Source: an optimization exercise on an open RTL-to-GDS flow (aim: small area, a short achievable clock period and few clock cycles per item). Production flows keep margins and buffers that such runs may drop.
At most, simulation tests tie the RTL to the original design; equivalence was not proved.
For run 1, only the layout was checked, not whether the RTL still works.

==> flow/design.v, too long to show whole: its modules and the start of the top module <==
// module agpm_div: 64 lines
// module agpm_sum_abs: 907 lines
// module agpm_att_mul: 917 lines
// module adaptive_gain_pcm_mixer: 152 lines
module adaptive_gain_pcm_mixer (
  input  logic        clk,
  input  logic        rst,
  input  logic        sample_valid,
  output logic        sample_ready,
  input  logic [15:0] sample_vocal,
  input  logic [15:0] sample_music,
  input  logic        sample_last,
  output logic        result_valid,
  input  logic        result_ready,
  output logic [15:0] result_mixed,
  output logic        result_clipped,
  output logic        result_last,
  input  logic        cfg_valid,
  output logic        cfg_ready,
  input  logic [3:0]  cfg_index,
  input  logic [15:0] cfg_wdata
);
  // ...
==> flow/run.sh <==
#!/bin/bash
# synth_recipe.tcl (not shown) runs the flow's synth.tcl, then flattens the netlist and writes it again
# the make line also repeats each setting of config.mk as NAME=value (left out here)
make -C /OpenROAD-flow-scripts/flow DESIGN_CONFIG=/design/flow/config.mk WORK_HOME=/design/flow/orfs CLKGATE_MAP_FILE= SYNTH_SCRIPT=/design/flow/synth_recipe.tcl finish
==> flow/config.mk <==
export PLATFORM = sky130hd
export DESIGN_NAME = adaptive_gain_pcm_mixer
export DESIGN_NICKNAME = adaptive_gain_pcm_mixer
export VERILOG_FILES = /design/flow/design.v
export SDC_FILE = /design/flow/constraint.sdc
export NUM_CORES = 4
export LEC_CHECK = 0
export CAP_MARGIN = 20
export CORE_MARGIN = 2
export CORE_UTILIZATION = 40
export SLEW_MARGIN = 20
==> flow/constraint.sdc <==
create_clock -name core_clock -period 10.0 [get_ports {clk}]
set_input_delay 2.0000 -clock core_clock [delete_from_list [all_inputs] [get_ports {clk}]]
set_output_delay 2.0000 -clock core_clock [all_outputs]
set_load 0.01 [all_outputs]
==> flow_summary.yaml, run 1 <==
clock_network:
  cts_root_buffer: "clkbuf_16"
  cts_hold_buf: 0
  clock_path_buffers: 2
  cts_setup_buffers: 0
finish:
  ff_latch_area_um2: 5160
  inverters: 331
  clockBufferCount: 19
  multi_input_area_share_pct: 74.7
  reg_top3: "s2_x x32, u_div.dr x20, u_div.rem x20"
  stdcell_count: 5282
worst_setup_path:
  r2r_slack_ns: 0.46
  crit_end: "attenuation[9]$_SDFFE_PP0P_"
  worstPathArrival_ns: 9.94
  cp_max_fo: 9
  worst_setup_path_end_kind: "register"
  crit_top_cell: "ha_1"
  slowest_stage: "or4_4"
  cpLargestDelayFamily: "compound AO/OA/AOI/OAI gates"
synthesis:
  synth_seq_cells: 196
  netlist_area_um2: 38100
  async_reset_ff_share_pct: 0
  synthMuxAreaShare_pct: 3.07
  ys_seq_area_share_pct: 13.5
  synth_top_area_cell: "fa_1"
min_path:
  min-delay-path-class: "register to register"
placed_design:
  portBuffers: 77
route:
  drc_errors: 0
  ant_nets: 0
outcome:
  status: "finished clean"
timing:
  tns_ns: 0
  setup_slack_ns: 0.458
  fin_crit_ns: 9.54
  finalHoldViolCount: 0
  setup-violations-final: 0
floorplanning:
  taps: 1265
==> module agpm_div, before the edit <==
module agpm_div #(
  parameter int STEPS = 3
) (
  input  logic              clk,
  input  logic              rst,
  input  logic              start,       
  input  logic              neg,         
  input  logic [DIV_W-1:0]  d,           
  output logic              busy,
  output logic              done,        
  output logic [15:0]       att_out
);
  localparam int NCYC = (QUO_W + STEPS - 1) / STEPS;
  localparam int T    = NCYC * STEPS;    
  localparam int E    = T - QUO_W;       
  logic [DIV_W-1:0] dr;
  logic [DIV_W-1:0] rem;
  logic [T-1:0]     dq;                  
  logic [$clog2(NCYC+1)-1:0] cnt;
  logic [DIV_W-1:0] rem_n;
  logic [T-1:0]     dq_n;
  logic [T-1:0]     dq_init;
  logic [15:0]      n_init;
  assign n_init  = neg ? 16'd32768 : 16'd32767;
  assign dq_init = T'({n_init, 15'd0});
  always_comb begin
    logic [DIV_W:0] trial;
    rem_n = rem;
    dq_n  = dq;
    for (int i = 0; i < STEPS; i++) begin
      trial = {rem_n, dq_n[T-1]};
      if (trial >= {1'b0, dr}) begin
        rem_n = DIV_W'(trial - {1'b0, dr});
        dq_n  = {dq_n[T-2:0], 1'b1};
      end else begin
        rem_n = trial[DIV_W-1:0];
        dq_n  = {dq_n[T-2:0], 1'b0};
      end
    end
  end
  assign done    = busy && cnt == 1;
  assign att_out = {1'b0, dq_n[QUO_W-1:0]} + ((UNITY_Q15 - {1'b0, dq_n[QUO_W-1:0]}) >> RECOVERY_SHIFT);
  always_ff @(posedge clk) begin
    if (rst) begin
      busy <= 1'b0;
    end else if (start) begin
      busy <= 1'b1;
    end else if (done) begin
      busy <= 1'b0;
    end
  end
  always_ff @(posedge clk) begin
    if (start) begin
      dr  <= d;
      rem <= DIV_W'(n_init >> E);
      dq  <= dq_init;
      cnt <= NCYC[$bits(cnt)-1:0];
    end else if (busy) begin
      rem <= rem_n;
      dq  <= dq_n;
      cnt <= cnt - 1'b1;
    end
  end
endmodule
==> inputs of run 2 (changes only) <==
--- a/flow/design.v
+++ b/flow/design.v
@@ -31,7 +31,7 @@
   logic [DIV_W-1:0] dr;
   logic [DIV_W-1:0] rem;
   logic [T-1:0]     dq;                  
-  logic [$clog2(NCYC+1)-1:0] cnt;
+  logic [3:0]       cnt;
   logic [DIV_W-1:0] rem_n;
   logic [T-1:0]     dq_n;
   logic [T-1:0]     dq_init;
@@ -69,7 +69,7 @@
       dr  <= d;
       rem <= DIV_W'(n_init >> E);
       dq  <= dq_init;
-      cnt <= NCYC[$bits(cnt)-1:0];
+      cnt <= 4'(NCYC);
     end else if (busy) begin
       rem <= rem_n;
       dq  <= dq_n;
==> run 2 against run 1 <==
  * Critical path depth increased by 6
  * First-iteration DRC count increased by 15%
  * Non-clock buffer count decreased by 5
  * Critical endpoint is now attenuation[12]$_SDFFE_PP0P_
  * Maximum frequency increased by 3.7%
  * Cell area decreased by 0.40%
  * Die area about the same
==> flow_summary.yaml, run 2 <==
worst_setup_path:
  reg2reg_to: "attenuation[12]$_SDFFE_PP0P_"
  startpoint_type: "register"
  cp_max_fo: 6
  worstPathArrival_ns: 9.64
  rr_worst_depth: 45
  slowest_stage: "or3_1"
  reg2reg_from: "u_div.dr[0]$_DFFE_PP_"
  worst_setup_path_end_kind: "register"
  crit_type: "register to register"
  cp.required_ns: 10.44
  slowest_delay_ns: 0.45
  r2r_slack_ns: 0.80
placed_design:
  gp_congestion: 0.895
  dp_slack_ns: 0.214
  hpwl_um: 91000
  portBuffers: 77
timing:
  tns_ns: 0
  clock_skew_ns: 0.0152
  setup-violations-final: 0
  fin_crit_ns: 9.20
  clock.fmax_mhz: 109
  post-route-period-util_pct: 92.0
  slew_viol_final: 0
  holdWs_ns: 0.425
  worst_pin_slew_ns: 1.07
  slew_headroom_pct: 28.7
  rsz0062_at_grt: "false"
  finalHoldViolCount: 0
  setup_slack_ns: 0.799
synthesis:
  synth_xor_area_share_pct: 15.5
  synth-compound-area-share_pct: 19.6
  synthMostInstantiatedCell: "xnor2_1"
  yosysWarnings: 2
  synthFlopType: "edfxtp_1"
  synthMuxAreaShare_pct: 2.35
  netlist_area_um2: 38100
  async_reset_ff_share_pct: 0
  synth_seq_cells: 197
  avgSynthCellArea_um2: 9.12
  syn_inst: 4183
  ys_seq_area_share_pct: 13.5
  synth_area_leaders: "fa_1 24%, xnor2_1 13%, edfxtp_1 9.6%, ha_1 9.0%, a22oi_1 8.5%"
  ys_types: 82
  synth_fp_nets: 4981
  synth-simple-area-share_pct: 8.69
  synth_top_family_by_area: "adder cells"
  synth_edf_count: 122
  synth_top_area_share_pct: 24.4
  synth_top_area_cell: "fa_1"
  synth_top_cells_by_count: "580 x xnor2_1, 465 x fa_1, 432 x a22oi_1"
  synth_fa_ha_area_share_pct: 33.4
global_routing:
  groute.usage.overall_pct: 24.7
  grt_pass1_vias: 31367
  grt_use_met1_pct: 32.2
  globalRouteMet3Util_pct: 3.48
  overflow: 0
  grt_pass1_wl_um: 188000
  grt_max_degree: 56
  gr-usage-met2_pct: 41.1
  grt-busiest-layer: "met2"
  antenna_found_initial: 4
job:
  cap_violations: 0
min_path:
  worst_hold_startpoint: "s2_last$_DFFE_PP_"
  min_to: "out_last$_DFFE_PP_"
  hold_depth: 0
  min-delay-path-class: "register to register"
route:
  vias: 31169
  avgRoutedWirePerCell_um: 22.6
  initialDrtViolationCount: 2779
  finalWirelength_um: 120000
  ant_nets: 0
  first_pass_iters: 6
  drc_errors: 0
  routed_via_density: 5.86
clock_network:
  numCtsBuffers: 17
  clock_sinks: 197
  cts_root_buffer: "clkbuf_16"
  cts_hold_buf: 0
  clk_pin_slew_ns: 0.08
  htreeDepth: 4
  clock_path_buffers: 2
  cts_tree: "done"
  clock_latency_ns: 0.52
floorplanning:
  start_util_pct: 40.3
  die_h_um: 313
  dieArea_um2: 97900
  coreArea_um2: 94700
  num_io_pins: 79
  die_w_um: 313
  rows: 113
finish:
  layout_common_cells: "579 x xnor2_1, 465 x fa_1, 432 x a22oi_1, 322 x inv_1, 275 x ha_1"
  nFillCells: 9362
  multi_input_area_um2: 30500
  synthToLayoutAreaGrowth_pct: 6.87
  largest_register_ffs: 32
  layout-drive-gt1-share_pct: 6.03
  ff_latch_area_um2: 5180
  reg_top3: "s2_x x32, u_div.dr x20, u_div.rem x20"
  nNetsFinal: 4834
  mostFrequentLayoutCell: "xnor2_1"
  top_register: "s2_x"
outcome:
  status: "finished clean"
[run 2: kinds of logic (layout without fill, tap and decap cells)]
group | Yosys count | in the layout
flip-flops | 197 | 197
AND/OR/NAND/NOR | 697 | 697
other | 1 | 2
AO/OA/AOI/OAI | 1094 | 1094
XOR/XNOR | 677 | 677
adder cells (fa/ha/maj) | 740 | 740
multiplexers | 86 | 86
buffers and inverters | 691 | 557
[run 2: worst max path at each step]
stage,startpoint,to,slack (ns),cells after the start
after CTS,u_div.dr[1]$_DFFE_PP_,attenuation[12]$_SDFFE_PP0P_,0.16,40
final,u_div.dr[0]$_DFFE_PP_,attenuation[12]$_SDFFE_PP0P_,0.80,45
after detailed placement,u_div.dr[1]$_DFFE_PP_,attenuation[11]$_SDFFE_PP0P_,0.21,41
after floorplan,u_div.dr[1]$_DFFE_PP_,attenuation[12]$_SDFFE_PP0P_,0.55,41
after global routing,u_div.dr[0]$_DFFE_PP_,attenuation[12]$_SDFFE_PP0P_,0.04,44
after global placement,u_div.dr[1]$_DFFE_PP_,attenuation[12]$_SDFFE_PP0P_,0.36,40
[run 2: per-layer routing]
| metal | share of wire (%) | up-vias |
|---|---|---|
| met1 | 41 | 15512 |
| met4 | 4.5 | 4 |
| met5 | 0.026 | - |
| met2 | 48 | 1241 |
| met3 | 6.7 | 260 |
| li1 | - | 14152 |
[run 2: cell type report]
| class | count | area share [%] |
|---|---|---|
| repair buffers | 199 | 4.20 |
| clock buffers | 17 | 1.04 |
| multi-input cells | 3295 | 74.8 |
| diodes | 1 | 0.00614 |
| well taps | 1265 | 3.88 |
| flip-flops and latches | 197 | 12.7 |
| clock inverters | 15 | 0.399 |
| inverters | 326 | 3.00 |
[run 2: through the flow]
| stage | utilization [%] | cells | cell area, µm² |
|---|---|---|---|
| after global placement | 42.3 | 5278 | 40000 |
| after global routing | 43.0 | 5314 | 40800 |
| after CTS | 42.9 | 5310 | 40600 |
| final | 43.0 | 5315 | 40800 |
| after detailed placement | 42.3 | 5278 | 40000 |
| after floorplan | - | 4183 | 38100 |
[run 2: repair_timing]
item                       4_1_cts  5_1_grt
gates resized for setup          0       18
setup endpoints to repair        0        9
buffers inserted                 0        2
[run 2: critical path: cells and delay by family, from the launching register on]
family | cells | cell delay, ns
AND/OR/NAND/NOR | 17 | 2.80
adder cells (fa/ha/maj) | 5 | 1.56
buffers and inverters | 6 | 0.79
XOR/XNOR | 1 | 0.14
AO/OA/AOI/OAI | 16 | 3.42
flip-flops | 1 | 0.40
Testbench counts of run 2, summed over its fixed seeds: cycles 2,692, items 2,048.
==> module adaptive_gain_pcm_mixer, before the edit <==
module adaptive_gain_pcm_mixer (
  input  logic        clk,
  input  logic        rst,
  input  logic        sample_valid,
  output logic        sample_ready,
  input  logic [15:0] sample_vocal,
  input  logic [15:0] sample_music,
  input  logic        sample_last,
  output logic        result_valid,
  input  logic        result_ready,
  output logic [15:0] result_mixed,
  output logic        result_clipped,
  output logic        result_last,
  input  logic        cfg_valid,
  output logic        cfg_ready,
  input  logic [3:0]  cfg_index,
  input  logic [15:0] cfg_wdata
);
  logic [GAIN_W-1:0] music_gain;
  logic [GAIN_W-1:0] vocal_gain;
  logic                       s1_valid;
  logic signed [SAMPLE_W-1:0] s1_vocal;
  logic signed [SAMPLE_W-1:0] s1_music;
  logic                       s1_last;
  logic                       s2_valid;
  logic                       s2_last;
  logic                       out_valid;
  logic [15:0]                out_mag;
  logic                       out_neg;
  logic                       out_clipped;
  logic                       out_last;
  logic [15:0]                attenuation;
  logic                       div_busy;
  logic                       div_done;
  logic [15:0]                div_att;
  logic out_free, s3_take, s2_free, s1_take, s1_free, accept;
  assign out_free     = ~out_valid | result_ready;
  assign s3_take      = s2_valid & out_free & ~div_busy;
  assign s2_free      = ~s2_valid | s3_take;
  assign s1_take      = s1_valid & s2_free;
  assign s1_free      = ~s1_valid | s1_take;
  assign sample_ready = s1_free;
  assign accept       = sample_valid & s1_free;
  assign cfg_ready    = 1'b1;
  assign result_valid   = out_valid;
  assign result_mixed   = (out_mag ^ {16{out_neg}}) + {15'd0, out_neg};
  assign result_clipped = out_clipped;
  assign result_last    = out_last;
  always_ff @(posedge clk) begin
    if (rst) begin
      music_gain <= GAIN_RESET;
      vocal_gain <= GAIN_RESET;
    end else if (cfg_valid) begin
      if (cfg_index == 4'd0) begin
        music_gain <= cfg_wdata;
      end else if (cfg_index == 4'd1) begin
        vocal_gain <= cfg_wdata;
      end
    end
  end
  always_ff @(posedge clk) begin
    if (rst) begin
      s1_valid <= 1'b0;
    end else if (s1_free) begin
      s1_valid <= sample_valid;
    end
  end
  always_ff @(posedge clk) begin
    if (accept) begin
      s1_vocal <= sample_vocal;
      s1_music <= sample_music;
      s1_last  <= sample_last;
    end
  end
  logic        sum_sgn;
  logic [31:0] sum_x;
  logic        s2_sgn;
  logic [31:0] s2_x;
  agpm_sum_abs u_sum (
    .m   (s1_music),
    .v   (s1_vocal),
    .gm  (music_gain),
    .gv  (vocal_gain),
    .sgn (sum_sgn),
    .x   (sum_x)
  );
  always_ff @(posedge clk) begin
    if (rst) begin
      s2_valid <= 1'b0;
    end else if (s2_free) begin
      s2_valid <= s1_valid;
    end
  end
  always_ff @(posedge clk) begin
    if (s1_take) begin
      s2_sgn  <= sum_sgn;
      s2_x    <= sum_x;
      s2_last <= s1_last;
    end
  end
  logic [PROD_W-1:0] prod;
  logic [DIV_W-1:0]  mag;
  logic              clip_pos;
  logic              clip_neg;
  logic              clip;
  logic [15:0]       att_rec;
  agpm_att_mul u_mul (
    .x   (s2_x),
    .s   (s2_sgn),
    .att (attenuation),
    .p   (prod)
  );
  assign mag      = prod[PROD_W-1:PROD_SHIFT];
  assign clip_pos = ~s2_sgn & (|mag[DIV_W-1:15]);
  assign clip_neg = s2_sgn & ((|mag[DIV_W-1:16]) | (mag[15] & (|mag[14:0])));
  assign clip     = clip_pos | clip_neg;
  assign att_rec  = attenuation + ((UNITY_Q15 - attenuation) >> RECOVERY_SHIFT);
  always_ff @(posedge clk) begin
    if (rst) begin
      out_valid <= 1'b0;
    end else if (out_free) begin
      out_valid <= s3_take;
    end
  end
  always_ff @(posedge clk) begin
    if (s3_take) begin
      out_mag     <= clip_pos ? 16'h7fff : clip_neg ? 16'h8000 : mag[15:0];
      out_neg     <= s2_sgn;
      out_clipped <= clip;
      out_last    <= s2_last;
    end
  end
  always_ff @(posedge clk) begin
    if (rst) begin
      attenuation <= UNITY_Q15;
    end else if (div_done) begin
      attenuation <= div_att;
    end else if (s3_take) begin
      attenuation <= att_rec;
    end
  end
  agpm_div #(.STEPS(3)) u_div (
    .clk     (clk),
    .rst     (rst),
    .start   (s3_take & clip),
    .neg     (clip_neg),
    .d       (mag),
    .busy    (div_busy),
    .done    (div_done),
    .att_out (div_att)
  );
endmodule
==> inputs of run 3 (changes only) <==
--- a/flow/design.v
+++ b/flow/design.v
@@ -18,12 +18,12 @@
 ) (
   input  logic              clk,
   input  logic              rst,
-  input  logic              start,       
+  input  logic              go,          
   input  logic              neg,         
   input  logic [DIV_W-1:0]  d,           
   output logic              busy,
   output logic              done,        
-  output logic [15:0]       att_out
+  output logic [QUO_W-1:0]  q
 );
   localparam int NCYC = (QUO_W + STEPS - 1) / STEPS;
   localparam int T    = NCYC * STEPS;    
@@ -53,38 +53,38 @@
       end
     end
   end
-  assign done    = busy && cnt == 1;
-  assign att_out = {1'b0, dq_n[QUO_W-1:0]} + ((UNITY_Q15 - {1'b0, dq_n[QUO_W-1:0]}) >> RECOVERY_SHIFT);
+  assign done = busy && cnt == 4'd1;
+  assign q    = dq_n[QUO_W-1:0];
   always_ff @(posedge clk) begin
     if (rst) begin
       busy <= 1'b0;
-    end else if (start) begin
-      busy <= 1'b1;
+    end else if (!busy) begin
+      busy <= go;
     end else if (done) begin
       busy <= 1'b0;
     end
   end
   always_ff @(posedge clk) begin
-    if (start) begin
+    if (!busy) begin
       dr  <= d;
       rem <= DIV_W'(n_init >> E);
       dq  <= dq_init;
       cnt <= 4'(NCYC);
-    end else if (busy) begin
+    end else begin
       rem <= rem_n;
       dq  <= dq_n;
-      cnt <= cnt - 1'b1;
+      cnt <= cnt - 4'd1;
     end
   end
 endmodule
 `timescale 1ns / 1ps
-module agpm_sum_abs (
+module agpm_sum_tree (
   input  logic [15:0] m,
   input  logic [15:0] v,
   input  logic [15:0] gm,
   input  logic [15:0] gv,
-  output logic        sgn,
-  output logic [31:0] x
+  output logic [32:0] ra,
+  output logic [32:0] rb
 );
   wire bmo0_1 = m[0];
   wire bmt0_2 = (m[1] & ~m[0]);
@@ -979,11 +979,8 @@
   wire fc891 = (fs826 & bvp7_349) | (fc825 & (fs826 ^ bvp7_349));
   wire fs892 = ~(hs828 ^ fc827);
   wire fc893 = (hs828 | fc827);
-  wire [32:0] ra = {hc829, fs892, fs890, fs888, fs886, fs884, fs882, fs880, fs878, fs876, fs874, fs872, fs870, fs868, fs866, fs864, fs862, fs860, fs858, fs856, fs854, fs852, fs850, fs848, fs846, fs844, fs842, fs840, fs838, fs836, fs834, fs832, hs830};
-  wire [32:0] rb = {fc893, fc891, fc889, fc887, fc885, fc883, fc881, fc879, fc877, fc875, fc873, fc871, fc869, fc867, fc865, fc863, fc861, fc859, fc857, fc855, fc853, fc851, fc849, fc847, fc845, fc843, fc841, fc839, fc837, fc835, fc833, hc831, bvn0_179};
-  wire [32:0] sum = ra + rb;
-  assign sgn = sum[32];
-  assign x   = sum[31:0] ^ {32{sum[32]}};
+  assign ra = {hc829, fs892, fs890, fs888, fs886, fs884, fs882, fs880, fs878, fs876, fs874, fs872, fs870, fs868, fs866, fs864, fs862, fs860, fs858, fs856, fs854, fs852, fs850, fs848, fs846, fs844, fs842, fs840, fs838, fs836, fs834, fs832, hs830};
+  assign rb = {fc893, fc891, fc889, fc887, fc885, fc883, fc881, fc879, fc877, fc875, fc873, fc871, fc869, fc867, fc865, fc863, fc861, fc859, fc857, fc855, fc853, fc851, fc849, fc847, fc845, fc843, fc841, fc839, fc837, fc835, fc833, hc831, bvn0_179};
 endmodule
 module agpm_att_mul (
   input  logic [31:0] x,
@@ -1924,33 +1921,45 @@
 );
   logic [GAIN_W-1:0] music_gain;
   logic [GAIN_W-1:0] vocal_gain;
-  logic                       s1_valid;
-  logic signed [SAMPLE_W-1:0] s1_vocal;
-  logic signed [SAMPLE_W-1:0] s1_music;
-  logic                       s1_last;
-  logic                       s2_valid;
-  logic                       s2_last;
-  logic                       out_valid;
-  logic [15:0]                out_mag;
-  logic                       out_neg;
-  logic                       out_clipped;
-  logic                       out_last;
-  logic [15:0]                attenuation;
-  logic                       div_busy;
-  logic                       div_done;
-  logic [15:0]                div_att;
-  logic out_free, s3_take, s2_free, s1_take, s1_free, accept;
+  logic                s1_valid;
+  logic [SAMPLE_W-1:0] s1_vocal;
+  logic [SAMPLE_W-1:0] s1_music;
+  logic                s1_last;
+  logic                s2_valid;
+  logic [SUM_W-1:0]    s2_ra;
+  logic [SUM_W-1:0]    s2_rb;
+  logic                s2_last;
+  logic                s3_valid;
+  logic                s3_sgn;
+  logic [31:0]         s3_x;
+  logic                s3_last;
+  logic                out_valid;
+  logic [15:0]         out_mag;
+  logic                out_neg;
+  logic                out_pos_clip;
+  logic                out_neg_clip;
+  logic                out_last;
+  logic [15:0]         attenuation;
+  logic                div_busy;
+  logic                div_done;
+  logic [QUO_W-1:0]    div_q;
+  logic                rec_pend;
+  logic out_free, s4_take, s3_free, s2_take, s2_free, s1_take, s1_free, accept;
   assign out_free     = ~out_valid | result_ready;
-  assign s3_take      = s2_valid & out_free & ~div_busy;
-  assign s2_free      = ~s2_valid | s3_take;
+  assign s4_take      = s3_valid & out_free & ~div_busy & ~rec_pend;
+  assign s3_free      = ~s3_valid | s4_take;
+  assign s2_take      = s2_valid & s3_free;
+  assign s2_free      = ~s2_valid | s2_take;
   assign s1_take      = s1_valid & s2_free;
   assign s1_free      = ~s1_valid | s1_take;
   assign sample_ready = s1_free;
   assign accept       = sample_valid & s1_free;
   assign cfg_ready    = 1'b1;
+  logic [15:0] out_sat;
+  assign out_sat        = out_pos_clip ? 16'h7fff : out_neg_clip ? 16'h8000 : out_mag;
   assign result_valid   = out_valid;
-  assign result_mixed   = (out_mag ^ {16{out_neg}}) + {15'd0, out_neg};
-  assign result_clipped = out_clipped;
+  assign result_mixed   = (out_sat ^ {16{out_neg}}) + {15'd0, out_neg};
+  assign result_clipped = out_pos_clip | out_neg_clip;
   assign result_last    = out_last;
   always_ff @(posedge clk) begin
     if (rst) begin
@@ -1978,17 +1987,15 @@
       s1_last  <= sample_last;
     end
   end
-  logic        sum_sgn;
-  logic [31:0] sum_x;
-  logic        s2_sgn;
-  logic [31:0] s2_x;
-  agpm_sum_abs u_sum (
-    .m   (s1_music),
-    .v   (s1_vocal),
-    .gm  (music_gain),
-    .gv  (vocal_gain),
-    .sgn (sum_sgn),
-    .x   (sum_x)
+  logic [SUM_W-1:0] sum_ra;
+  logic [SUM_W-1:0] sum_rb;
+  agpm_sum_tree u_sum (
+    .m  (s1_music),
+    .v  (s1_vocal),
+    .gm (music_gain),
+    .gv (vocal_gain),
+    .ra (sum_ra),
+    .rb (sum_rb)
   );
   always_ff @(posedge clk) begin
     if (rst) begin
@@ -1999,60 +2006,82 @@
   end
   always_ff @(posedge clk) begin
     if (s1_take) begin
-      s2_sgn  <= sum_sgn;
-      s2_x    <= sum_x;
+      s2_ra   <= sum_ra;
+      s2_rb   <= sum_rb;
       s2_last <= s1_last;
     end
   end
+  logic [SUM_W-1:0] sum;
+  assign sum = s2_ra + s2_rb;
+  always_ff @(posedge clk) begin
+    if (rst) begin
+      s3_valid <= 1'b0;
+    end else if (s3_free) begin
+      s3_valid <= s2_valid;
+    end
+  end
+  always_ff @(posedge clk) begin
+    if (s2_take) begin
+      s3_sgn  <= sum[SUM_W-1];
+      s3_x    <= sum[31:0] ^ {32{sum[SUM_W-1]}};
+      s3_last <= s2_last;
+    end
+  end
   logic [PROD_W-1:0] prod;
   logic [DIV_W-1:0]  mag;
   logic              clip_pos;
   logic              clip_neg;
-  logic              clip;
   logic [15:0]       att_rec;
   agpm_att_mul u_mul (
-    .x   (s2_x),
-    .s   (s2_sgn),
+    .x   (s3_x),
+    .s   (s3_sgn),
     .att (attenuation),
     .p   (prod)
   );
   assign mag      = prod[PROD_W-1:PROD_SHIFT];
-  assign clip_pos = ~s2_sgn & (|mag[DIV_W-1:15]);
-  assign clip_neg = s2_sgn & ((|mag[DIV_W-1:16]) | (mag[15] & (|mag[14:0])));
-  assign clip     = clip_pos | clip_neg;
+  assign clip_pos = ~s3_sgn & (|mag[DIV_W-1:15]);
+  assign clip_neg = s3_sgn & ((|mag[DIV_W-1:16]) | (mag[15] & (|mag[14:0])));
   assign att_rec  = attenuation + ((UNITY_Q15 - attenuation) >> RECOVERY_SHIFT);
   always_ff @(posedge clk) begin
     if (rst) begin
       out_valid <= 1'b0;
     end else if (out_free) begin
-      out_valid <= s3_take;
+      out_valid <= s4_take;
     end
   end
   always_ff @(posedge clk) begin
-    if (s3_take) begin
-      out_mag     <= clip_pos ? 16'h7fff : clip_neg ? 16'h8000 : mag[15:0];
-      out_neg     <= s2_sgn;
-      out_clipped <= clip;
-      out_last    <= s2_last;
+    if (s4_take) begin
+      out_mag      <= mag[15:0];
+      out_neg      <= s3_sgn;
+      out_pos_clip <= clip_pos;
+      out_neg_clip <= clip_neg;
+      out_last     <= s3_last;
     end
   end
   always_ff @(posedge clk) begin
     if (rst) begin
       attenuation <= UNITY_Q15;
     end else if (div_done) begin
-      attenuation <= div_att;
-    end else if (s3_take) begin
+      attenuation <= {1'b0, div_q};
+    end else if (s4_take | rec_pend) begin
       attenuation <= att_rec;
     end
   end
+  always_ff @(posedge clk) begin
+    if (rst) begin
+      rec_pend <= 1'b0;
+    end else begin
+      rec_pend <= div_done;
+    end
+  end
   agpm_div #(.STEPS(3)) u_div (
-    .clk     (clk),
-    .rst     (rst),
-    .start   (s3_take & clip),
-    .neg     (clip_neg),
-    .d       (mag),
-    .busy    (div_busy),
-    .done    (div_done),
-    .att_out (div_att)
+    .clk  (clk),
+    .rst  (rst),
+    .go   (s4_take & (clip_pos | clip_neg)),
+    .neg  (s3_sgn),
+    .d    (mag),
+    .busy (div_busy),
+    .done (div_done),
+    .q    (div_q)
   );
 endmodule
--- a/flow/config.mk
+++ b/flow/config.mk
@@ -7,5 +7,7 @@
 export LEC_CHECK = 0
 export CAP_MARGIN = 20
 export CORE_MARGIN = 2
-export CORE_UTILIZATION = 40
+export CORE_UTILIZATION = 68
+export PLACE_DENSITY = 0.74
+export SETUP_SLACK_MARGIN = 2.8
 export SLEW_MARGIN = 20
==> run 3 against run 2 <==
  * Critical path type unchanged
  * Still clean
  * Via count up 7.9%
  * Worst hold slack got worse by 0.0046 ns
  * Sequential share of layout area up 3.4 points
  * Highest routed layer unchanged
  * Maximum frequency up 27%
==> flow_summary.yaml, run 3 <==
outcome:
  status: "finished clean"
clock_network:
  htreeDepth: 2
  clock_path_buffers: 3
  clk_pin_slew_ns: 0.06
  cts_hold_buf: 0
  numCtsBuffers: 35
  cts_tree: "done"
  clock_latency_ns: 0.56
  clock_sinks: 267
  cts_root_buffer: "clkbuf_16"
finish:
  nNetsFinal: 5079
  stdcell_count: 5089
  n_antenna_cell: 0
  mostFrequentLayoutCell: "xnor2_1"
  layout-drive-gt1-share_pct: 9.38
  synthToLayoutAreaGrowth_pct: 10.1
  reg_top3: "s2_ra x33, s2_rb x33, s3_x x32"
  layout_common_cells: "565 x xnor2_1, 556 x inv_1, 464 x fa_1, 425 x a22oi_1, 225 x ha_1"
min_path:
  min_to: "out_last$_DFFE_PP_"
  min-delay-path-class: "register to register"
  hold_depth: 0
  worst_hold_startpoint: "s3_last$_DFFE_PP_"
route:
  first_pass_iters: 7
  ant_nets: 0
  routed_via_density: 6.61
  avgRoutedWirePerCell_um: 24.7
  drc_errors: 0
  initialDrtViolationCount: 3814
  vias: 33642
  finalWirelength_um: 126000
global_routing:
  grt_pass1_vias: 33332
  grt-busiest-layer: "met2"
  grt_max_degree: 69
  antenna_found_initial: 0
  groute.usage.overall_pct: 40.8
  overflow: 0
  grt_use_met1_pct: 48.8
  gr-usage-met2_pct: 65.2
  globalRouteMet3Util_pct: 8.39
  grt_pass1_wl_um: 191000
job:
  cap_violations: 0
worst_setup_path:
  startpoint_type: "register"
  crit_type: "register to register"
  cp_max_fo: 17
  reg2reg_to: "out_neg_clip$_DFFE_PP_"
  rr_worst_depth: 19
  worstPathArrival_ns: 7.55
  reg2reg_from: "s3_x[7]$_DFFE_PP_"
  cp.required_ns: 10.30
  r2r_slack_ns: 2.75
  worst_setup_path_end_kind: "register"
synthesis:
  async_reset_ff_share_pct: 0
  syn_inst: 4383
  netlist_area_um2: 40200
  avgSynthCellArea_um2: 9.17
  synth_area_leaders: "fa_1 23%, edfxtp_1 13%, xnor2_1 12%, ha_1 8.3%, a22oi_1 8.0%"
  ys_types: 79
  synth_top_area_share_pct: 23.1
  synth_top_area_cell: "fa_1"
  ys_seq_area_share_pct: 17.6
  synth_top_cells_by_count: "567 x xnor2_1, 560 x inv_1, 464 x fa_1"
  synth_fp_nets: 5172
  synth_edf_count: 174
  yosysWarnings: 2
  synthMostInstantiatedCell: "xnor2_1"
  synthFlopType: "edfxtp_1"
  synth_seq_cells: 267
floorplanning:
  num_io_pins: 79
  die_w_um: 247
  coreArea_um2: 58700
  dieArea_um2: 61100
  die_h_um: 247
  rows: 89
  start_util_pct: 68.5
timing:
  worst_pin_slew_ns: 1.15
  tns_ns: 0
  slew_headroom_pct: 23.1
  setup_slack_ns: 2.75
  setup-violations-final: 0
  clock.fmax_mhz: 138
  post-route-period-util_pct: 72.5
  clock_skew_ns: 0.0284
  slew_viol_final: 0
  rsz0062_at_grt: "false"
  holdWs_ns: 0.421
  finalHoldViolCount: 0
  fin_crit_ns: 7.25
placed_design:
  post-place-cells: 4948
  hpwl_um: 88200
  portBuffers: 77
  gp_congestion: 1.00
  dp_slack_ns: 1.53
==> run 3: cells by family (layout without fill, tap and decap cells) <==
family,count (synthesis),in the layout,share of synthesized area (%)
mux,75,81,2.00
flops,267,267,17.6
compound gates,1055,1057,17.9
fa+ha+maj,731,731,31.4
simple gates,653,653,7.55
xor+xnor,685,685,14.9
other cells,1,1,0.00933
buf+inv,916,841,8.60
==> run 3: area by class of cell <==
type                       instances  area (µm²)
inverter                         573        2150
sequential                       267        7110
multi-input combinational       3208       30900
timing repair buffer             205        1990
tap                              773         967
clock inverter                    18         199
fill                            4291       14400
clock buffer                      45         976
==> run 3: worst max path at each step <==
stage                                 from                        to  depth (start not counted)
2_1_floorplan  attenuation[1]$_SDFFE_PP0P_    out_neg_clip$_DFFE_PP_                         27
3_3_place_gp         u_div.dr[8]$_DFFE_PN_  u_div.rem[19]$_SDFF_PN0_                         27
3_5_place_dp         u_div.dr[1]$_DFFE_PN_  u_div.rem[19]$_SDFF_PN0_                         28
4_1_cts              u_div.dr[8]$_DFFE_PN_     u_div.rem[10]$_DFF_P_                         32
5_1_grt                  s3_x[7]$_DFFE_PP_    out_neg_clip$_DFFE_PP_                         19
6_report                 s3_x[7]$_DFFE_PP_    out_neg_clip$_DFFE_PP_                         19
==> run 3: metrics by stage <==
stage / area (µm²) / utilization [%]
6_report: 44300 / 75.4
5_1_grt: 44300 / 75.4
4_1_cts: 43000 / 73.3
3_5_place_dp: 41100 / 70.1
3_3_place_gp: 41100 / 70.1
2_1_floorplan: 40200 / -
==> run 3: routing by layer <==
metal	vias up	share of wire, %	wire [µm]
met3	599	10	12800
met2	2070	45	57000
met5	-	0.034	43
met1	16354	35	44400
li1	14617	-	-
met4	2	9.1	11400
==> run 3: worst max-delay path, cell delays in order, from the launching register on <==
cell	delay, ns
edfxtp_1	1.01
a22oi_1	0.22
xnor2_1	0.50
fa_1	0.56
fa_1	0.56
inv_1	0.08
fa_1	0.51
fa_1	0.57
inv_1	0.05
ha_1	0.38
a21oi_2	0.21
o21ai_1	0.12
a2111oi_4	0.33
nor3_4	0.12
or3_4	0.44
xor2_2	0.20
or4_1	0.50
or3_1	0.33
nor3_2	0.21
o21ai_1	0.10
==> run 3: timing repair <==
item                       4_1_cts  5_1_grt
gates cloned                     9        3
buffers inserted                12       53
resized for setup               95      140
setup endpoints to repair       47       26
pin swaps                       10       61
Testbench counts of run 3, summed over its fixed seeds: cycles 2,824, items 2,048.
==> inputs of run 4 (changes only) <==
--- a/flow/config.mk
+++ b/flow/config.mk
@@ -7,7 +7,6 @@
 export LEC_CHECK = 0
 export CAP_MARGIN = 20
 export CORE_MARGIN = 2
-export CORE_UTILIZATION = 68
-export PLACE_DENSITY = 0.74
-export SETUP_SLACK_MARGIN = 2.8
+export CORE_UTILIZATION = 55
+export SETUP_SLACK_MARGIN = 2.5
 export SLEW_MARGIN = 20
==> run 4 against run 3 <==
  * Largest cell class unchanged
  * Still clean on timing, DRC and antenna
  * Cell area is 2.2% lower
  * Global-route usage is 7.5 points lower
  * Highest routed layer is now met4
==> flow_summary.yaml, run 4 <==
outcome:
  status: "finished clean"
synthesis:
  syn_inst: 4383
  synth_fp_nets: 5172
  synth_seq_cells: 267
  ys_seq_area_share_pct: 17.6
  synthFlopType: "edfxtp_1"
  synth_top_area_cell: "fa_1"
  synth_edf_count: 174
  netlist_area_um2: 40200
  synth_top_area_share_pct: 23.1
  synthMostInstantiatedCell: "xnor2_1"
  async_reset_ff_share_pct: 0
  avgSynthCellArea_um2: 9.17
  yosysWarnings: 2
  ys_types: 79
  synth_area_leaders: "fa_1 23%, edfxtp_1 13%, xnor2_1 12%, ha_1 8.3%, a22oi_1 8.0%"
  synth_top_cells_by_count: "567 x xnor2_1, 560 x inv_1, 464 x fa_1"
worst_setup_path:
  slowest_stage: "or4_1"
  reg2reg_to: "u_div.rem[19]$_SDFF_PN0_"
  crit_top_cell: "a21o_1"
  worst_setup_path_end_kind: "register"
  reg2reg_from: "u_div.dr[13]$_DFFE_PN_"
  slowest_delay_ns: 0.51
  rr_worst_depth: 29
  crit_type: "register to register"
  cp_max_fo: 12
  cp.required_ns: 10.42
  worstPathArrival_ns: 7.69
  r2r_slack_ns: 2.73
  startpoint_type: "register"
global_routing:
  grt_max_degree: 68
  groute.usage.overall_pct: 33.3
  antenna_found_initial: 0
  grt_pass1_wl_um: 191000
  overflow: 0
  grt_pass1_vias: 31776
timing:
  setup-violations-final: 0
  worst_pin_slew_ns: 1.08
  setup_slack_ns: 2.73
  slew_headroom_pct: 27.7
  slew_viol_final: 0
  clock.fmax_mhz: 138
  tns_ns: 0
  finalHoldViolCount: 0
  rsz0062_at_grt: "false"
  clock_skew_ns: 0.0458
  holdWs_ns: 0.422
  fin_crit_ns: 7.27
  post-route-period-util_pct: 72.7
floorplanning:
  coreArea_um2: 72700
  die_w_um: 274
  rows: 99
  num_io_pins: 79
  die_h_um: 274
  start_util_pct: 55.3
  dieArea_um2: 75300
clock_network:
  numCtsBuffers: 34
  clk_pin_slew_ns: 0.06
  cts_hold_buf: 0
  clock_path_buffers: 3
  clock_latency_ns: 0.56
  cts_tree: "done"
  htreeDepth: 2
  clock_sinks: 267
  cts_root_buffer: "clkbuf_16"
placed_design:
  hpwl_um: 92600
  gp_congestion: 0.960
  portBuffers: 77
  dp_slack_ns: 1.47
  post-place-cells: 5139
  placed_area_um2: 41400
min_path:
  min_to: "s3_last$_DFFE_PP_"
  worst_hold_startpoint: "s2_last$_DFFE_PP_"
  hold_depth: 0
  min-delay-path-class: "register to register"
finish:
  fin_util_pct: 59.5
  nNetsFinal: 5033
  synthToLayoutAreaGrowth_pct: 7.71
  layout-drive-gt1-share_pct: 6.49
  reg_top3: "s2_ra x33, s2_rb x33, s3_x x32"
  nFillCells: 6528
  stdcell_count: 5229
  layout_common_cells: "566 x xnor2_1, 558 x inv_1, 464 x fa_1, 429 x a22oi_1, 252 x ha_1"
  finalInstanceArea_um2: 43300
  mostFrequentLayoutCell: "xnor2_1"
route:
  ant_nets: 0
  initialDrtViolationCount: 2978
  routed_via_density: 6.15
  first_pass_iters: 5
  finalWirelength_um: 126000
  drc_errors: 0
  avgRoutedWirePerCell_um: 24.1
  vias: 32184
job:
  cap_violations: 0
[run 4: worst max-delay path by stage]
stage	startpoint	end	slack, ns	depth (start not counted)
5_1_grt	attenuation[3]$_SDFFE_PP0P_	out_neg_clip$_DFFE_PP_	2.46	24
3_5_place_dp	u_div.dr[1]$_DFFE_PN_	u_div.rem[19]$_SDFF_PN0_	1.47	29
6_report	u_div.dr[13]$_DFFE_PN_	u_div.rem[19]$_SDFF_PN0_	2.73	29
2_1_floorplan	attenuation[1]$_SDFFE_PP0P_	out_neg_clip$_DFFE_PP_	2.59	29
3_3_place_gp	attenuation[1]$_SDFFE_PP0P_	out_neg_clip$_DFFE_PP_	1.58	22
4_1_cts	u_div.dr[1]$_DFFE_PN_	u_div.rem[19]$_SDFF_PN0_	2.49	29
[run 4: logic make-up after synthesis]
logic type / count (synthesis) / synth area share (%)
flops: 267 / 17.6
xor+xnor: 685 / 14.9
buf+inv: 916 / 8.60
fa+ha+maj: 731 / 31.4
other cells: 1 / 0.00933
simple gates: 653 / 7.55
mux: 75 / 2.00
compound gates: 1055 / 17.9
[run 4: routing by layer]
| metal | up-vias | GRT usage, % | share of wire (%) |
|---|---|---|---|
| met3 | 339 | 4.49 | 6.6 |
| met4 | 0 | 18.8 | 6.6 |
| met1 | 15979 | 41.7 | 39 |
| met5 | - | 0 | 0 |
| li1 | 14520 | - | - |
| met2 | 1346 | 55.4 | 48 |
[run 4: what timing repair did]
item	in CTS	in global routing
setup buffers	5	18
pin swaps	3	13
gates resized for setup	37	72
endpoints found under the setup margin	49	25
endpoints found under the hold margin	0	0
cloned	2	3
[run 4: critical path, delay by kind of cell, from the launching register on]
family	cells	cell delay, ns
AO/OA/AOI/OAI	14	2.87
adder cells (fa/ha/maj)	3	0.91
buffers and inverters	3	0.48
flip-flops	1	0.33
multiplexers	2	0.69
AND/OR/NAND/NOR	7	1.82
[run 4: cell type report]
cell class                      count  area (µm²)  share of cell area [%]
Antenna cell                        1        2.50                 0.00578
Clock buffer                       46         927                    2.14
Clock inverter                     15         179                   0.413
Inverter                          573        2150                    4.97
Multi-Input combinational cell   3205       30200                    69.8
Sequential cell                   267        7100                    16.4
Tap cell                          959        1200                    2.77
Timing Repair Buffer              163        1520                    3.51

-- separate check: timing with driven ports --
How much do the figures lean on ideal ports? The routed layouts below were timed once more, with nothing changed but the port constraints. Step 1 (the two cells are an assumption about what drives the block):
set clk [get_ports {clk}]
set_driving_cell -lib_cell sky130_fd_sc_hd__clkbuf_16 $clk
set_driving_cell -lib_cell sky130_fd_sc_hd__buf_2 [delete_from_list [all_inputs] $clk]
Step 2 adds t to the input delays and takes it off the output delays; t is the mean of the earliest and latest rising clock arrival at the registers after step 1. Input paths then give back, and output paths get back, about the clock's delay inside the block. Slacks: ideal / step 1 / step 2; pairs: ideal / step 1.
| run | t (ns) | slack for setup (ns) | worst register clock-pin slew, ns | worst data-port slew with drivers (ns) | pins driven straight from the clock port |
|---|---|---|---|---|---|
| run 1 | 0.581 | 0.458 / 0.458 / 0.458 | 0.09 / 0.09 | 0.18 | 1 |
| run 2 | 0.581 | 0.799 / 0.799 / 0.799 | 0.09 / 0.09 | 0.17 | 1 |
| run 3 | 0.601 | 2.746 / 2.746 / 2.746 | 0.07 / 0.07 | 0.07 | 1 |
| run 4 | 0.600 | 2.729 / 2.729 / 2.729 | 0.06 / 0.06 | 0.08 | 1 |
After both steps every run listed still meets setup and hold.
